Source: an optimization exercise on an open RTL-to-GDS flow (aim: small area, a short achievable clock period and few clock cycles). Production flows keep margins and buffers that such runs may drop. Where RTL was checked, it was by simulation tests only, not by an equivalence proof against the original. Power and IR drop assume default switching activity.

==> flow/design.v (excerpt) <==
module event_sched_top #(
    parameter int NS = 3
) (
    input  logic        clk,
    input  logic        rst_n,
    input  logic [15:0] event_addr,
    input  logic        event_valid,
    output logic        event_ready,
    output logic [15:0] window_addr,
    output logic        window_valid,
    input  logic        window_ready
);
Size in the first run: ~1,300 cells after synthesis.
==> module event_sched_top, before the edit <==
module event_sched_top #(
    parameter int NS = 3
) (
    input  logic        clk,
    input  logic        rst_n,
    input  logic [15:0] event_addr,
    input  logic        event_valid,
    output logic        event_ready,
    output logic [15:0] window_addr,
    output logic        window_valid,
    input  logic        window_ready
);
    localparam int N = NS + 1;
    logic [N-1:0]  seg_vld;
    logic [7:0]    seg_top [N];
    logic [7:0]    seg_lo  [N];
    logic [7:0]    seg_hi  [N];
    logic [NS-1:0] lo_le [NS];
    logic [7:0]    ev_top;   
    logic [7:0]    ev_lo;
    logic          ev_v;     
    logic          multi;    
    logic          rdy;      
    logic [15:0]   pos;      
    logic          wv;
    logic          first;    
    logic          fresh, merge;
    logic          room, consume, open_seg;
    logic [NS-1:0] alloc;
    assign event_ready  = rdy;
    assign window_valid = wv;
    assign window_addr  = pos;
    sched_ctrl sched_ctrl_inst (
        .ev_top(ev_top),
        .ev_lo(ev_lo),
        .cur_vld(seg_vld[NS]),
        .cur_top(seg_top[NS]),
        .cur_hc(seg_hi[NS]),
        .fresh(fresh),
        .merge(merge)
    );
    assign room     = !seg_vld[NS] || !(&seg_vld[NS-1:0]);
    assign consume  = rdy;
    assign open_seg = rdy && fresh && !merge;
    always_comb begin
        alloc = '0;
        for (int s = NS - 1; s >= 0; s--) begin
            if (!seg_vld[s]) alloc = NS'(1) << s;
        end
        if (!(open_seg && seg_vld[NS])) alloc = '0;
    end
    logic [8:0]   R;         
    logic [7:0]   C, R1, C1;
    logic [N-1:0] act, cont, cov1, later;
    logic [N*N-1:0] lo_before;
    logic [N-1:0] pick_in, pick_c1;
    logic [7:0]   ht, hc;
    logic         lo_early;
    assign R  = {first, pos[15:8] | {8{first}}};
    assign C  = pos[7:0];
    assign R1 = R[7:0] + 8'd1;
    assign C1 = C + 8'd1;
    for (genvar s = 0; s < NS; s++) begin : g_seg
        todo_lane todo_lane_inst (
            .seg_vld(seg_vld[s]),
            .seg_top(seg_top[s]),
            .seg_lo(seg_lo[s]),
            .seg_hi(seg_hi[s]),
            .row(R),
            .col(C),
            .col_inc(C1),
            .act(act[s]),
            .cont(cont[s]),
            .cov1(cov1[s]),
            .later(later[s])
        );
    end
    assign ht = seg_top[NS];
    assign hc = seg_hi[NS];
    logic       r_eq, r1_eq, r_lt, r1_lt, c1_lt;
    logic [9:0] dr;    
    assign dr    = {R[8], R} - {2'b00, ht};
    assign r_eq  = (dr == 10'd0);
    assign r1_eq = (dr == 10'h3ff);
    assign r_lt  = dr[9];
    assign r1_lt = dr[9] && !r1_eq;
    assign c1_lt = event_sched_pkg::lt8(C1, hc);
    assign act[NS]   = seg_vld[NS] && r_eq && c1_lt;
    assign cont[NS]  = act[NS] && !event_sched_pkg::lt8(C1, seg_lo[NS]);
    assign cov1[NS]  = seg_vld[NS] && r1_eq;
    assign later[NS] = seg_vld[NS] && r1_lt;
    assign lo_early = multi;
    logic [NS-1:0] cur_first;
    always_comb begin
        for (int j = 0; j < NS; j++) begin
            cur_first[j] = !event_sched_pkg::lt8(seg_lo[j], seg_lo[NS]);
        end
    end
    always_comb begin
        for (int i = 0; i < N; i++) begin
            for (int j = 0; j < N; j++) begin
                if (i == NS)      lo_before[i*N+j] = (j == NS) ? 1'b0 : cur_first[j];
                else if (j == NS) lo_before[i*N+j] = !cur_first[i];
                else if (i < j)   lo_before[i*N+j] = lo_le[i][j];
                else              lo_before[i*N+j] = !lo_le[j][i];
            end
        end
    end
    window_picker #(.N(N)) pick_in_inst (.mask(act),   .ord(lo_before),  .pick(pick_in));
    window_picker #(.N(N)) pick_c1_inst (.mask(cov1),  .ord(lo_before),  .pick(pick_c1));
    logic        any_act, any_cont, any_c1, any_l;
    logic [7:0]  lo_in, lo_c1;
    logic        early_in, early_c1;
    logic        due;
    logic [15:0] nxt;
    logic        free;     
    logic        skip;     
    assign any_act  = |act;
    assign any_cont = |cont;
    assign any_c1   = |cov1;
    assign any_l    = |later;
    always_comb begin
        lo_in = '0; lo_c1 = '0;
        for (int s = 0; s < N; s++) begin
            lo_in    = lo_in    | ({8{pick_in[s]}} & seg_lo[s]);
            lo_c1    = lo_c1    | ({8{pick_c1[s]}} & seg_lo[s]);
        end
    end
    assign early_in = act[NS] && (!pick_in[NS] || lo_early);
    assign early_c1 = !pick_c1[NS] || lo_early;
    always_comb begin
        if (any_act) begin
            nxt = {R[7:0], any_cont ? C1 : lo_in};
            due = r_lt || (r_eq && (any_cont ? c1_lt : early_in));
        end else if (any_c1) begin
            nxt = {R1, lo_c1};
            due = r1_lt || (r1_eq && early_c1);
        end else begin
            nxt = {R1, 8'hff};
            due = 1'b0;
        end
    end
    assign free = !wv || window_ready;
    assign skip = !any_act && !any_c1 && any_l;
    always_ff @(posedge clk) begin
        ev_top <= event_addr[15:8] - 8'd2;
        ev_lo  <= event_addr[7:0] - 8'd2;
        for (int s = 0; s < NS; s++) begin
            if (alloc[s]) begin
                seg_top[s] <= seg_top[NS];
                seg_lo[s]  <= seg_lo[NS];
                seg_hi[s]  <= seg_hi[NS] + 8'd4;
                for (int j = 0; j < NS; j++) begin
                    if (j < s) lo_le[j][s] <= !cur_first[j];
                    if (j > s) lo_le[s][j] <= cur_first[j];
                end
            end
        end
        if (open_seg) begin
            seg_top[NS] <= ev_top;
            seg_lo[NS]  <= ev_lo;
            multi       <= 1'b0;
        end else if (consume && fresh) begin
            multi       <= 1'b1;
        end
        if (consume && fresh) begin
            seg_hi[NS] <= ev_lo;
        end
        if (free && (due || skip)) begin
            pos <= nxt;
        end
    end
    always_ff @(posedge clk or negedge rst_n) begin
        if (!rst_n) begin
            seg_vld <= '0;
            rdy     <= 1'b0;
            ev_v    <= 1'b0;
            wv      <= 1'b0;
            first   <= 1'b1;
        end else begin
            seg_vld[NS-1:0] <= (seg_vld[NS-1:0] & (act[NS-1:0] | cov1[NS-1:0] | later[NS-1:0]))
                               | alloc;
            if (open_seg) seg_vld[NS] <= 1'b1;
            ev_v <= event_valid && !rdy;
            rdy  <= ev_v && !rdy && (!fresh || merge || room);
            if (free) begin
                wv <= due;
                if (due || skip) first <= 1'b0;
            end
        end
    end
endmodule
export LEC_CHECK = 0
export ABC_AREA = 1
export CAP_MARGIN = 20
export CORE_MARGIN = 2
export CORE_UTILIZATION = 40
export CTS_BUF_LIST = sky130_fd_sc_hd__clkbuf_8
export SETUP_SLACK_MARGIN = 0.5
export SLEW_MARGIN = 20
create_clock -name core_clock -period 14.5 [get_ports {clk}]
standard.sh (not shown) runs the stock make flow with config.mk's settings and CLKGATE_MAP_FILE= SYNTH_SCRIPT=/design/flow/synth_recipe.tcl, a recipe that flattens the netlist after the stock synthesis.
==> flow/flow/run.sh <==
#!/bin/bash
# The standard layout, with faster port buffers than the default choice, a
# clock tree without dummy loads, and timing repair aiming well past the
# clock period's needs.
set -euo pipefail
export BUFFER_PORTS_ARGS="-buffer_cell sky130_fd_sc_hd__buf_4"
export CTS_ARGS="-sink_clustering_enable -repair_clock_nets -buf_list sky130_fd_sc_hd__clkbuf_8 -dont_use_dummy_load"
bash standard.sh SETUP_SLACK_MARGIN=10.5 finish > standard_flow.log 2>&1
The starting point finished with timing, DRC and antenna clean.
==> next run, changes <==
--- a/flow/design.v
+++ b/flow/design.v
@@ -102,13 +102,12 @@
     logic [7:0]    seg_top [N];
     logic [7:0]    seg_lo  [N];
     logic [7:0]    seg_hi  [N];
     logic [NS-1:0] lo_le [NS];
     logic [7:0]    ev_top;   
     logic [7:0]    ev_lo;
-    logic          ev_v;     
     logic          multi;    
     logic          rdy;      
     logic [15:0]   pos;      
     logic          wv;
     logic          first;    
     logic          fresh, merge;
@@ -124,14 +123,14 @@
         .cur_top(seg_top[NS]),
         .cur_hc(seg_hi[NS]),
         .fresh(fresh),
         .merge(merge)
     );
     assign room     = !seg_vld[NS] || !(&seg_vld[NS-1:0]);
-    assign consume  = rdy;
-    assign open_seg = rdy && fresh && !merge;
+    assign consume  = !rdy && (!fresh || merge || room);
+    assign open_seg = !rdy && fresh && !merge && room;
     always_comb begin
         alloc = '0;
         for (int s = NS - 1; s >= 0; s--) begin
             if (!seg_vld[s]) alloc = NS'(1) << s;
         end
         if (!(open_seg && seg_vld[NS])) alloc = '0;
@@ -227,14 +226,16 @@
             due = 1'b0;
         end
     end
     assign free = !wv || window_ready;
     assign skip = !any_act && !any_c1 && any_l;
     always_ff @(posedge clk) begin
-        ev_top <= event_addr[15:8] - 8'd2;
-        ev_lo  <= event_addr[7:0] - 8'd2;
+        if (rdy && event_valid) begin
+            ev_top <= event_addr[15:8] - 8'd2;
+            ev_lo  <= event_addr[7:0] - 8'd2;
+        end
         for (int s = 0; s < NS; s++) begin
             if (alloc[s]) begin
                 seg_top[s] <= seg_top[NS];
                 seg_lo[s]  <= seg_lo[NS];
                 seg_hi[s]  <= seg_hi[NS] + 8'd4;
                 for (int j = 0; j < NS; j++) begin
@@ -257,22 +258,20 @@
             pos <= nxt;
         end
     end
     always_ff @(posedge clk or negedge rst_n) begin
         if (!rst_n) begin
             seg_vld <= '0;
-            rdy     <= 1'b0;
-            ev_v    <= 1'b0;
+            rdy     <= 1'b1;
             wv      <= 1'b0;
             first   <= 1'b1;
         end else begin
             seg_vld[NS-1:0] <= (seg_vld[NS-1:0] & (act[NS-1:0] | cov1[NS-1:0] | later[NS-1:0]))
                                | alloc;
             if (open_seg) seg_vld[NS] <= 1'b1;
-            ev_v <= event_valid && !rdy;
-            rdy  <= ev_v && !rdy && (!fresh || merge || room);
+            rdy <= rdy ? !event_valid : consume;
             if (free) begin
                 wv <= due;
                 if (due || skip) first <= 1'b0;
             end
         end
     end
Routed wire length falls by 13%.
Clock-buffer cell count is unchanged.
Non-clock buffer count decreases by 16.
Hold slack is better by 0.013 ns.
Total power shrinks by about 10%.
Final area falls by 7.2%.
Via count went down by about 14%.
Sequential share of layout area grows by 3.8 points.
Die area shrinks by about 4%.
Worst setup slack degrades by 0.077 ns.
Testbench counts after the change, summed over its fixed seeds: cycles 16,698.
No functional check of the RTL was part of the first run of this note.

-- afterwards: timing with drivers on the ports --
The flow's constraints put no driver on any port. The routed layouts listed below were extracted and timed again, unchanged, in two steps.
Step 1 sets driving cells, clkbuf_16 on the clock port and buf_2 on the other inputs (assumed; they add their load-dependent delay and slew).
Step 2, shift: input delay + t, output delay - t, t = (earliest + latest rising clock arrival at the registers) / 2. This alone moves slack from input paths to output paths.
Three values: no drivers, after step 1, after step 2; two values: the first two.
run | shift t [ns] | setup WS [ns] | clock arrival spread, ns
the first run | 0.481 | 10.518 / 10.479 / 10.597 | 0.036 / 0.036
the second run | 0.475 | 10.441 / 10.403 / 10.569 | 0.024 / 0.023
After both steps every run listed still meets setup and hold.
